Source: an optimization exercise on an open RTL-to-GDS flow (aim: small area and a short achievable clock period). Production flows keep margins and buffers that such runs may drop.
The flow treats the clock pin as an ideal source, which a real chip does not have.
Power is estimated from default activity; no workload was simulated.

==> module apb_cfg_regs, before the edit <==
module apb_cfg_regs #(
	parameter int CNT_W = 32
) (
	input  logic             clk200_i,
	input  logic             gc_rst,
	input  logic             apb_psel_i,
	input  logic             apb_penable_i,
	input  logic             apb_pwrite_i,
	input  logic [7:0]       apb_paddr_i,
	input  logic [31:0]      apb_pwdata_i,
	output logic [31:0]      apb_prdata_o,
	output logic             apb_pready_o,
	output logic             apb_pslverr_o,
	output logic             cfg_enable,
	output logic             cfg_start,
	output logic [2:0]       cfg_mode,
	output logic [5:0]       cfg_index_bits,
	output logic [5:0]       cfg_stop_bits,
	output logic [13:0]      cfg_tdc_shift,
	output logic             shift_wr,
	output logic [31:0]      cfg_gate0,
	output logic [31:0]      cfg_gate1,
	input  logic [CNT_W-1:0] cnt_total,
	input  logic [CNT_W-1:0] cnt_click0,
	input  logic [CNT_W-1:0] cnt_click1,
	input  logic             cnt_latched
);
	localparam int TIME_W = 14;
	localparam logic [7:0] REG_CTRL   = 8'h00;
	localparam logic [7:0] REG_FRAME  = 8'h04;
	localparam logic [7:0] REG_SHIFT  = 8'h08;
	localparam logic [7:0] REG_GATE0  = 8'h0C;
	localparam logic [7:0] REG_GATE1  = 8'h10;
	localparam logic [7:0] REG_TOTAL  = 8'h14;
	localparam logic [7:0] REG_CLICK0 = 8'h18;
	localparam logic [7:0] REG_CLICK1 = 8'h1C;
	localparam logic [2:0] MODE_OFF = 3'd0;
	logic addr_hit;
	logic [31:0] rd_sel;
	logic wr_en;
	assign addr_hit = (apb_paddr_i[7:5] == 3'd0) && (apb_paddr_i[1:0] == 2'd0);
	assign apb_pready_o  = 1'b1;
	assign apb_pslverr_o = apb_psel_i & apb_penable_i & ~addr_hit;
	assign wr_en         = apb_psel_i & apb_penable_i & apb_pwrite_i & addr_hit;
	always_ff @(posedge clk200_i or posedge gc_rst) begin
		if (gc_rst) begin
			cfg_enable     <= 1'b0;
			cfg_start      <= 1'b0;
			cfg_mode       <= MODE_OFF;
			cfg_index_bits <= '0;
			cfg_stop_bits  <= '0;
			cfg_tdc_shift  <= '0;
			cfg_gate0      <= '0;
			cfg_gate1      <= '0;
		end else if (wr_en) begin
			case (apb_paddr_i)
				REG_CTRL: begin
					cfg_enable <= apb_pwdata_i[0];
					cfg_start  <= apb_pwdata_i[1];
					cfg_mode   <= apb_pwdata_i[4:2];
				end
				REG_FRAME: begin
					cfg_index_bits <= apb_pwdata_i[5:0];
					cfg_stop_bits  <= apb_pwdata_i[13:8];
				end
				REG_SHIFT: cfg_tdc_shift <= apb_pwdata_i[TIME_W-1:0];
				REG_GATE0: cfg_gate0 <= apb_pwdata_i;
				REG_GATE1: cfg_gate1 <= apb_pwdata_i;
				default: ;
			endcase
		end
	end
	assign shift_wr = wr_en && (apb_paddr_i == REG_SHIFT);
	always_comb begin
		case (apb_paddr_i[4:2])
			3'd0:    rd_sel = {23'd0, cnt_latched, 3'd0, cfg_mode, cfg_start, cfg_enable};
			3'd1:    rd_sel = {16'd0, 2'd0, cfg_stop_bits, 2'd0, cfg_index_bits};
			3'd2:    rd_sel = {18'd0, cfg_tdc_shift};
			3'd3:    rd_sel = cfg_gate0;
			3'd4:    rd_sel = cfg_gate1;
			3'd5:    rd_sel = 32'(cnt_total);
			3'd6:    rd_sel = 32'(cnt_click0);
			default: rd_sel = 32'(cnt_click1);
		endcase
	end
	assign apb_prdata_o = rd_sel & {32{addr_hit}};
endmodule
==> module stop_frame_rx, before the edit <==
module stop_frame_rx (
	input  logic        clk200_i,
	input  logic        gc_rst,
	input  logic        frame_i,
	input  logic        sdi_i,
	input  logic        cfg_enable,
	input  logic [5:0]  cfg_index_bits,
	input  logic [5:0]  cfg_stop_bits,
	input  logic [13:0] shift_i,
	input  logic [13:0] shift_wdata_i,
	input  logic        shift_wr_i,
	output logic        stop_valid_o,
	output logic [31:0] word_o
);
	localparam int TDC_W = 32;
	localparam int STRETCH_CYCLES = 4;
	localparam logic [2:0] IDLE       = 3'd0;
	localparam logic [2:0] WAIT_FRAME = 3'd1;
	localparam logic [2:0] SKIP_INDEX = 3'd2;
	localparam logic [2:0] SHIFT_STOP = 3'd3;
	localparam logic [2:0] HOLD       = 3'd4;
	logic [2:0]       state;
	logic [6:0]       bit_cnt;
	logic             sdi_r;
	logic             sdi_2r;
	logic [TDC_W-1:0] shreg;
	logic [TDC_W-1:0] shreg_next;
	logic             last_bit;
	logic [TDC_W-1:0] sum_reg;
	logic [TDC_W-1:0] sum_wr;
	assign shreg_next = {shreg[TDC_W-2:0], sdi_2r};
	assign last_bit   = (state == SHIFT_STOP) && (bit_cnt == '0);
	assign sum_reg    = shreg_next + {18'd0, shift_i};
	assign sum_wr     = shreg_next + {18'd0, shift_wdata_i};
	always_ff @(posedge clk200_i or posedge gc_rst) begin
		if (gc_rst) begin
			state        <= IDLE;
			stop_valid_o <= 1'b0;
		end else begin
			stop_valid_o <= 1'b0;
			case (state)
				IDLE: begin
					if (cfg_enable)
						state <= WAIT_FRAME;
				end
				WAIT_FRAME: begin
					if (!cfg_enable)
						state <= IDLE;
					else if (frame_i)
						state <= SKIP_INDEX;
				end
				SKIP_INDEX: begin
					if (bit_cnt == '0)
						state <= SHIFT_STOP;
				end
				SHIFT_STOP: begin
					if (bit_cnt == '0) begin
						state        <= HOLD;
						stop_valid_o <= 1'b1;
					end
				end
				HOLD: begin
					if (bit_cnt == '0)
						state <= WAIT_FRAME;
				end
				default: state <= IDLE;
			endcase
		end
	end
	always_ff @(posedge clk200_i) begin
		if (state == WAIT_FRAME)
			bit_cnt <= {1'b0, cfg_index_bits} + 7'd1;
		else if (state == SKIP_INDEX && bit_cnt == '0)
			bit_cnt <= {1'b0, cfg_stop_bits} - 7'd1;
		else if (state == SHIFT_STOP && bit_cnt == '0)
			bit_cnt <= 7'(STRETCH_CYCLES - 1);
		else
			bit_cnt <= bit_cnt - 7'd1;
	end
	always_ff @(posedge clk200_i) begin
		sdi_r  <= sdi_i;
		sdi_2r <= sdi_r;
		if (state == WAIT_FRAME)
			shreg <= '0;
		else if (last_bit)
			shreg <= shift_wr_i ? sum_wr : sum_reg;
		else if (state == SHIFT_STOP)
			shreg <= shreg_next;
	end
	assign word_o = shreg;
endmodule
clock: 10.0 ns
lec_check: 0
cap_margin: 20
core_margin: 2
core_utilization: 40
cts_buf_list: sky130_fd_sc_hd__clkbuf_8
cts_cluster_diameter: 60
cts_cluster_size: 16
setup_slack_margin: 4.5
slew_margin: 20
standard.sh (not shown) runs the stock make flow with config.mk's settings and CLKGATE_MAP_FILE= SYNTH_SCRIPT=/design/flow/synth_recipe.tcl, a recipe that flattens the netlist after the stock synthesis.
==> flow/flow/run.sh <==
#!/bin/bash
# layout flow: the standard flow with the smallest buffer on the ports and an
# area recovery step (flow/downsize.tcl) after clock tree synthesis and after
# global routing
export BUFFER_PORTS_ARGS="-buffer_cell sky130_fd_sc_hd__buf_1"
export POST_CTS_TCL="$(pwd)/flow/post_cts.tcl"
export POST_GLOBAL_ROUTE_TCL="$(pwd)/flow/post_grt.tcl"
bash standard.sh > standard.log 2>&1
Other scripts of this flow, unchanged in this note and not shown: flow/flow/downsize.tcl, flow/flow/post_cts.tcl, flow/flow/post_grt.tcl
Change:
--- a/flow/design.v
+++ b/flow/design.v
@@ -37,7 +37,6 @@
 	localparam logic [7:0] REG_CLICK1 = 8'h1C;
 	localparam logic [2:0] MODE_OFF = 3'd0;
 	logic addr_hit;
-	logic [31:0] rd_sel;
 	logic wr_en;
 	assign addr_hit = (apb_paddr_i[7:5] == 3'd0) && (apb_paddr_i[1:0] == 2'd0);
 	assign apb_pready_o  = 1'b1;
@@ -73,18 +72,18 @@
 	end
 	assign shift_wr = wr_en && (apb_paddr_i == REG_SHIFT);
 	always_comb begin
-		case (apb_paddr_i[4:2])
-			3'd0:    rd_sel = {23'd0, cnt_latched, 3'd0, cfg_mode, cfg_start, cfg_enable};
-			3'd1:    rd_sel = {16'd0, 2'd0, cfg_stop_bits, 2'd0, cfg_index_bits};
-			3'd2:    rd_sel = {18'd0, cfg_tdc_shift};
-			3'd3:    rd_sel = cfg_gate0;
-			3'd4:    rd_sel = cfg_gate1;
-			3'd5:    rd_sel = 32'(cnt_total);
-			3'd6:    rd_sel = 32'(cnt_click0);
-			default: rd_sel = 32'(cnt_click1);
+		case (apb_paddr_i)
+			REG_CTRL:   apb_prdata_o = {23'd0, cnt_latched, 3'd0, cfg_mode, cfg_start, cfg_enable};
+			REG_FRAME:  apb_prdata_o = {16'd0, 2'd0, cfg_stop_bits, 2'd0, cfg_index_bits};
+			REG_SHIFT:  apb_prdata_o = {18'd0, cfg_tdc_shift};
+			REG_GATE0:  apb_prdata_o = cfg_gate0;
+			REG_GATE1:  apb_prdata_o = cfg_gate1;
+			REG_TOTAL:  apb_prdata_o = 32'(cnt_total);
+			REG_CLICK0: apb_prdata_o = 32'(cnt_click0);
+			REG_CLICK1: apb_prdata_o = 32'(cnt_click1);
+			default:    apb_prdata_o = '0;
 		endcase
 	end
-	assign apb_prdata_o = rd_sel & {32{addr_hit}};
 endmodule
 `timescale 1ns/1ps
 module stop_frame_rx (
@@ -115,12 +114,18 @@
 	logic [TDC_W-1:0] shreg;
 	logic [TDC_W-1:0] shreg_next;
 	logic             last_bit;
-	logic [TDC_W-1:0] sum_reg;
-	logic [TDC_W-1:0] sum_wr;
+	logic [14:0]      sum_reg;
+	logic [14:0]      sum_wr;
+	logic [14:0]      sum_lo;
+	logic [TDC_W-1:14] up;
+	logic [TDC_W-1:14] up_inc;
 	assign shreg_next = {shreg[TDC_W-2:0], sdi_2r};
 	assign last_bit   = (state == SHIFT_STOP) && (bit_cnt == '0);
-	assign sum_reg    = shreg_next + {18'd0, shift_i};
-	assign sum_wr     = shreg_next + {18'd0, shift_wdata_i};
+	assign sum_reg    = {1'b0, shreg_next[13:0]} + {1'b0, shift_i};
+	assign sum_wr     = {1'b0, shreg_next[13:0]} - {1'b1, ~shift_wdata_i} - 15'd1;
+	assign sum_lo     = shift_wr_i ? sum_wr : sum_reg;
+	assign up         = shreg_next[TDC_W-1:14];
+	assign up_inc     = up + 1'b1;
 	always_ff @(posedge clk200_i or posedge gc_rst) begin
 		if (gc_rst) begin
 			state        <= IDLE;
@@ -172,7 +177,7 @@
 		if (state == WAIT_FRAME)
 			shreg <= '0;
 		else if (last_bit)
-			shreg <= shift_wr_i ? sum_wr : sum_reg;
+			shreg <= {sum_lo[14] ? up_inc : up, sum_lo[13:0]};
 		else if (state == SHIFT_STOP)
 			shreg <= shreg_next;
 	end
Effect: The changed run completed without violations; utilization goes up by 0.90 points; final cell count went up by a few percent; global-route usage increases by 2.2 points; total power shrinks by about a fifth; clock power goes down by a few percent; via count is higher by a few percent; cell area climbs slightly; first-iteration DRC count fell by about a fifth; setup slack improved by 0.060 ns; non-clock buffer count is higher by 20; wire length increases by roughly a tenth; synthesized area stays flat.
Function was not checked in any run of this note: the RTL went through the layout flow alone.

==> separate check: timing with driven ports <==
The results above use ideal ports. As a check the final layouts listed here were re-extracted and re-timed, cells and wires unchanged. Step 1 sets driving cells, clkbuf_16 on the clock port and buf_2 on the other inputs (assumed; they add their load-dependent delay and slew). Step 2 moves the port delays by t, midway between the first and last clock arrival at a register: inputs arrive t later, outputs are due t later. That takes back most of the time a late clock gives input paths. Slacks: ideal ports / drivers / drivers and shift; pairs: ideal ports / drivers.
| run | shift t [ns] | setup slack, ns | worst setup path at the end | clock arrival spread, ns | worst register clock-pin slew, ns |
|---|---|---|---|---|---|
| the first run | 0.653 | 4.362 / 4.340 / 3.793 | input to register | 0.043 / 0.043 | 0.11 / 0.11 |
| the second run | 0.619 | 4.421 / 4.385 / 3.996 | input to register | 0.064 / 0.064 | 0.11 / 0.11 |
After both steps setup and hold are still met in every run listed. The setup slack of the first run, which loses most, moves by -0.022 ns with the drivers and by -0.569 ns with both steps.
